This is an optimization exercise on Yosys and OpenROAD, whose aim is small area, a short achievable clock period and few clock cycles per item, not a production implementation.
In this exercise RTL edits were held to simulation tests only and were not proved equivalent to the original.
Power figures rest on the tool's default switching activity, not on a simulated workload.

==> flow/design.v, too long to show whole: its modules and the start of the top module <==
// module dot4_tree: 810 lines
// module systolic_top: 159 lines
module systolic_top (
    input  logic     clk,
    input  logic     rst_n,
    input  logic     wb_cyc,
    input  logic     wb_stb,
    input  logic     wb_we,
    input  logic [5:0]  wb_adr,
    input  logic [31:0] wb_dat_w,
    output logic [31:0] wb_dat_r,
    output logic     wb_ack
);
  // ...
==> flow/flow/run.sh <==
#!/bin/bash
set -euo pipefail
bash standard.sh SETUP_SLACK_MARGIN=6.5 finish > standard_flow.log 2>&1
==> flow/standard.sh <==
#!/bin/bash
# synth_recipe.tcl (not shown) runs the flow's synth.tcl, then flattens the netlist and writes it again
# the make line also repeats each setting of config.mk as NAME=value (left out here)
make -C /OpenROAD-flow-scripts/flow DESIGN_CONFIG=/design/flow/config.mk WORK_HOME=/design/flow/orfs CLKGATE_MAP_FILE= SYNTH_SCRIPT=/design/flow/synth_recipe.tcl "${@:-finish}"
==> flow/config.mk <==
export PLATFORM = sky130hd
export DESIGN_NAME = systolic_top
export DESIGN_NICKNAME = systolic_top
export VERILOG_FILES = /design/flow/design.v
export SDC_FILE = /design/flow/constraint.sdc
export NUM_CORES = 4
export LEC_CHECK = 0
export ABC_CLOCK_PERIOD_IN_PS = 3000
export CAP_MARGIN = 20
export CORE_MARGIN = 2
export CORE_UTILIZATION = 40
export SLEW_MARGIN = 20
==> flow/constraint.sdc <==
create_clock -name core_clock -period 10.0 [get_ports {clk}]
set_input_delay 2.0000 -clock core_clock [delete_from_list [all_inputs] [get_ports {clk}]]
set_output_delay 2.0000 -clock core_clock [all_outputs]
set_load 0.01 [all_outputs]
==> metrics.yaml, run 1 <==
logic_synthesis:
  synth-xor-area-share_pct: 5.187
  seq_area_frac_synth_pct: 55.86
  synth_area_leaders: "edfxtp_1, mux4_2, fa_1"
  synth_simple_gate_area_share_pct: 3.342
  syn_area_um2: 51670
worst_setup_path:
  worstSetupEndpoint: "cs_c[18]"
  path_max_fanout: 4
  cp-end-kind: "flop"
  path_cells: "buf_12 -> a22oi_2 -> xnor2_2 -> fa_2 -> fa_1 -> inv_2 -> fa_1 -> inv_1 -> fa_2 -> fa_1 -> inv_2 -> fa_2 -> inv_2 -> fa_2"
placed_design:
  io_buffers: 59
  dp_cells: 4993
cells_and_area:
  largest_class: "sequential cells"
  seq_cells: 1031
  final_common_cell: "edfxtp_1"
power_and_ir_drop:
  switching_share_pct: 29.87
  seqPwrFrac_pct: 47.4
  pg_comb_mw: 2.07
  pwr_density_cell_nw_per_um2: 187.6
detailed_routing:
  initialDrtViolationCount: 3770
  dr.max_layer_used: "met5"
  dr_wl_met2_um: 71160
status:
  outcome: "no timing/DRC/antenna violations"
sta:
  fin_crit_ns: 4.120
  final.setup_skew_ns: 0.02767
  max_freq_mhz: 242.7
  slew_headroom_pct: 28.20
  finalCritPeriodShare_pct: 41.20
global_route:
  grt_util_all_layers_pct: 22.12
clocking:
  ctsRootBufferMaster: "clkbuf_16"
Testbench counts, summed over its fixed seeds: cycles 43,776, jobs 384.
==> inputs of run 2 (changes only) <==
==> flow/run.sh (new file) <==
#!/bin/bash
# synth_recipe.tcl (not shown) runs the flow's synth.tcl, then flattens the netlist and writes it again
# the make line also repeats each setting of config.mk as NAME=value (left out here)
make -C /OpenROAD-flow-scripts/flow DESIGN_CONFIG=/design/flow/config.mk WORK_HOME=/design/flow/orfs CLKGATE_MAP_FILE= SYNTH_SCRIPT=/design/flow/synth_recipe.tcl finish
--- a/flow/config.mk
+++ b/flow/config.mk
@@ -9,4 +9,5 @@
 export CAP_MARGIN = 20
 export CORE_MARGIN = 2
 export CORE_UTILIZATION = 40
+export SETUP_SLACK_MARGIN = 5
 export SLEW_MARGIN = 20
removed: flow/flow/run.sh
removed: flow/standard.sh
==> run 2 against run 1 <==
- still clean on timing, DRC and antenna
- hold slack about the same
- area after synthesis stayed put
- die area did not move
- first-iteration DRC count decreased by 15%
- sequential cell count unchanged
- largest cell class unchanged
==> metrics.yaml, run 2 <==
detailed_routing:
  drc: 0
  initialDrtViolationCount: 3204  # -15%
  via_per_inst: 5.824
  drtAntennaViolNets: 0
  drt-total-wl_um: 136500
  firstDrtPassIters: 8
  vias: 30262
  routedWlPerCell_um: 26.26
floorplanning:
  ioPinCount: 76
  die_height_um: 363.4
  initial_core_util_pct: 40.42
  fp-row-count: 131
  coreArea_um2: 127800
  die_w_um: 363.4
  die_area_um2: 132100
cells_and_area:
  multiInputGateArea_um2: 20690
  final_cell_mix: "edfxtp_1, a22oi_1, inv_1, fa_1, mux4_2"
  nNetsFinal: 3780
  final_common_cell: "edfxtp_1"
  largest-register: "c_q"
  final_cell_area_um2: 57210
  fillers: 11235
  area_delta_synth_final_pct: 10.71
  largest_reg_flops: 416
  drive_gt1_share_pct: 14.95
  seq_area_um2: 28880
placed_design:
  placed_area_um2: 53590
  gp_congestion: 0.8960
  dp_hpwl_um: 94230
  io_buffers: 59  # unchanged
worst_hold_path:
  min_path_type: "flop to flop"
sta:
  worstMarginPinSlew_ns: 1.093
  drv_slew: 0
  hold_viol_final: 0
  final.setup_skew_ns: 0.03652  # +0.008843 ns
  rsz0062_at_grt: "yes"
  setup_viol: 0
  fin_crit_ns: 4.939  # +0.8194 ns
  max_freq_mhz: 202.5  # -17%
  finalCritPeriodShare_pct: 49.39  # +8.2 points
  slew_headroom_pct: 26.88  # -1.3 points
  setup_tns_ns: 0
logic_synthesis:
  synthArstFlopShare_pct: 4.171
  ys_top_cells_by_count: "edfxtp_1, a22oi_1, inv_1"
  yosysTopAreaCellShare_pct: 46.49
  syn_inst: 3530
  seq_area_frac_synth_pct: 55.86  # unchanged
  postSynthAreaPerCell_um2: 14.64
  synth_cell_type_count: 78
  synth_area_leaders: "edfxtp_1, mux4_2, fa_1"
  synth_nets: 3867
  syn_area_um2: 51670  # unchanged
  synth_largest_area_cell: "edfxtp_1"
  post-synth-top-count-cell: "edfxtp_1"
  synth_edf_count: 800
  synthFlopType: "edfxtp_1"
  synth_seq_cells: 1031
  ys_warn_count: 5
clocking:
  ctsRootBufferMaster: "clkbuf_16"
  clkLatencyLatePin_ns: 0.71
  clk_pin_slew_ns: 0.06
  cts.path.max_buffers: 3
  cts_made_buffers: 104
  cts_htree_levels: 3
  cts_tree: "yes"
  clock-sinks: 1031
worst_setup_path:
  worst_path_max_delay_cell: "nor2_1"
  path_max_fanout: 48  # +44
  max_stage_delay_ns: 0.92
  cp-end-kind: "flop"
  cp_data_arrival_time_ns: 5.24
  crit_required_ns: 10.30
  path_common_cell: "buf_4"
  cp-start-kind: "input port"
  path_cells: "buf_4 -> buf_4 -> buf_4 -> nand2_1 -> nor2_1"
  critPathKind: "input port to flop"
job:
  drv_cap: 0
power_and_ir_drop:
  pwr_density_cell_nw_per_um2: 197.1  # +5.1%
  p_leak_nw: 19.45
  peakVddDrop_mv: 0.1478
global_route:
  antenna_found_initial: 3
  grt_max_degree: 167
  grt_pass1_vias: 30658
  grt_util_all_layers_pct: 20.71  # -1.4 points
  grt-ovfl-total: 0
  grt_pass1_wl_um: 204300
status:
  outcome: "no timing/DRC/antenna violations"
==> run 2: what timing repair did <==
action                     in CTS  in global routing
buffers inserted                0                  6
pin swaps                       0                  1
setup endpoints to repair      23                 56
hold endpoints to repair        0                  0
hold buffers                    0                  0
resized for setup               4                  7
==> run 2: cell families after synthesis <==
logic type / Yosys count / share of synthesized area [%]
AO/OA/AOI/OAI: 690 / 9.623
XOR/XNOR: 306 / 5.187
adder cells (fa/ha/maj): 294 / 10.59
buffers and inverters: 571 / 4.412
flip-flops: 1031 / 55.86
multiplexers: 270 / 10.99
AND/OR/NAND/NOR: 368 / 3.342
==> run 2: worst max-delay path, delay by kind of cell <==
family / cells / cell delay [ns]
AND/OR/NAND/NOR: 2 / 1.63
buffers and inverters: 3 / 1.50
==> run 2: final cells by class <==
cell class,count,share of cell area [%]
inverters,265,1.754
diodes,2,0.008749
clock buffers,143,5.149
flip-flops and latches,1031,50.48
multi-input cells,1928,36.17
clock inverters,52,1.048
well taps,1662,3.635
repair buffers,113,1.765
==> run 2: routing by layer <==
layer	track usage (%)	wire length, um	vias up
met3	3.760	10760	199
met5	0	13	-
met2	33.31	64790	1304
met4	5.549	3393	2
li1	-	-	13016
met1	28.98	57510	15741
==> run 2: power breakdown <==
part	internal (mW)	switching (mW)	leakage, nW
logic	0.796	1.03	8.38
clock network	2.33	1.69	1.74
registers	4.87	0.555	9.33
==> run 2: stage by stage <==
stage | hold WS (ns) | util [%] | std cells | setup WS (ns) | power [mW]
after floorplan | 0.3546 | - | 3530 | 4.808 | 6.615
after global placement | 0.3571 | 41.92 | 4993 | 3.875 | 7.317
after detailed placement | 0.3634 | 41.92 | 4993 | 3.827 | 7.339
after CTS | 0.3769 | 44.70 | 5188 | 4.992 | 11.34
after global routing | 0.3941 | 44.74 | 5194 | 4.907 | 11.69
final | 0.3764 | 44.75 | 5196 | 5.061 | 11.28
==> run 2: final timing paths <==
kind	from	endpoint	slack, ns	cells after the start
min in group asynchronous	rst_n	st_done	1.30	1
min reg2reg	op_v	cs_v	0.38	0
max reg2reg	op_neg[9]	cs_c[15]	5.17	12
max in group asynchronous	rst_n	cs_v	8.28	1
min	op_v	cs_v	0.38	0
max	wb_adr[3]	b_mem[13][0]	5.06	5

-- static timing again, ports no longer ideal --
How much do the figures lean on ideal ports? The routed layouts below were timed once more, with nothing changed but the port constraints. Step 1 sets driving cells, clkbuf_16 on the clock port and buf_2 on the other inputs (assumed; they add their load-dependent delay and slew). Step 2 times the ports against the registers' clock, not the clock port: input delays grow and output delays shrink by t, the midpoint of the rising clock arrivals with the driver on. Three values: no drivers, after step 1, after step 2; two values: the first two.
run	shift t [ns]	slack for setup (ns)	hold slack, ns	worst data-port slew with drivers (ns)	cell pins on the clock port's net
run 1	0.768	5.880 / 5.880 / 5.491	0.376 / 0.376 / 0.376	0.25	1
run 2	0.765	5.061 / 5.113 / 4.348	0.376 / 0.376 / 0.376	0.06	1
After both steps setup and hold are still met in every run listed. For run 2, which loses most, drivers alone change the setup slack by +0.052 ns; drivers and shift together by -0.713 ns.
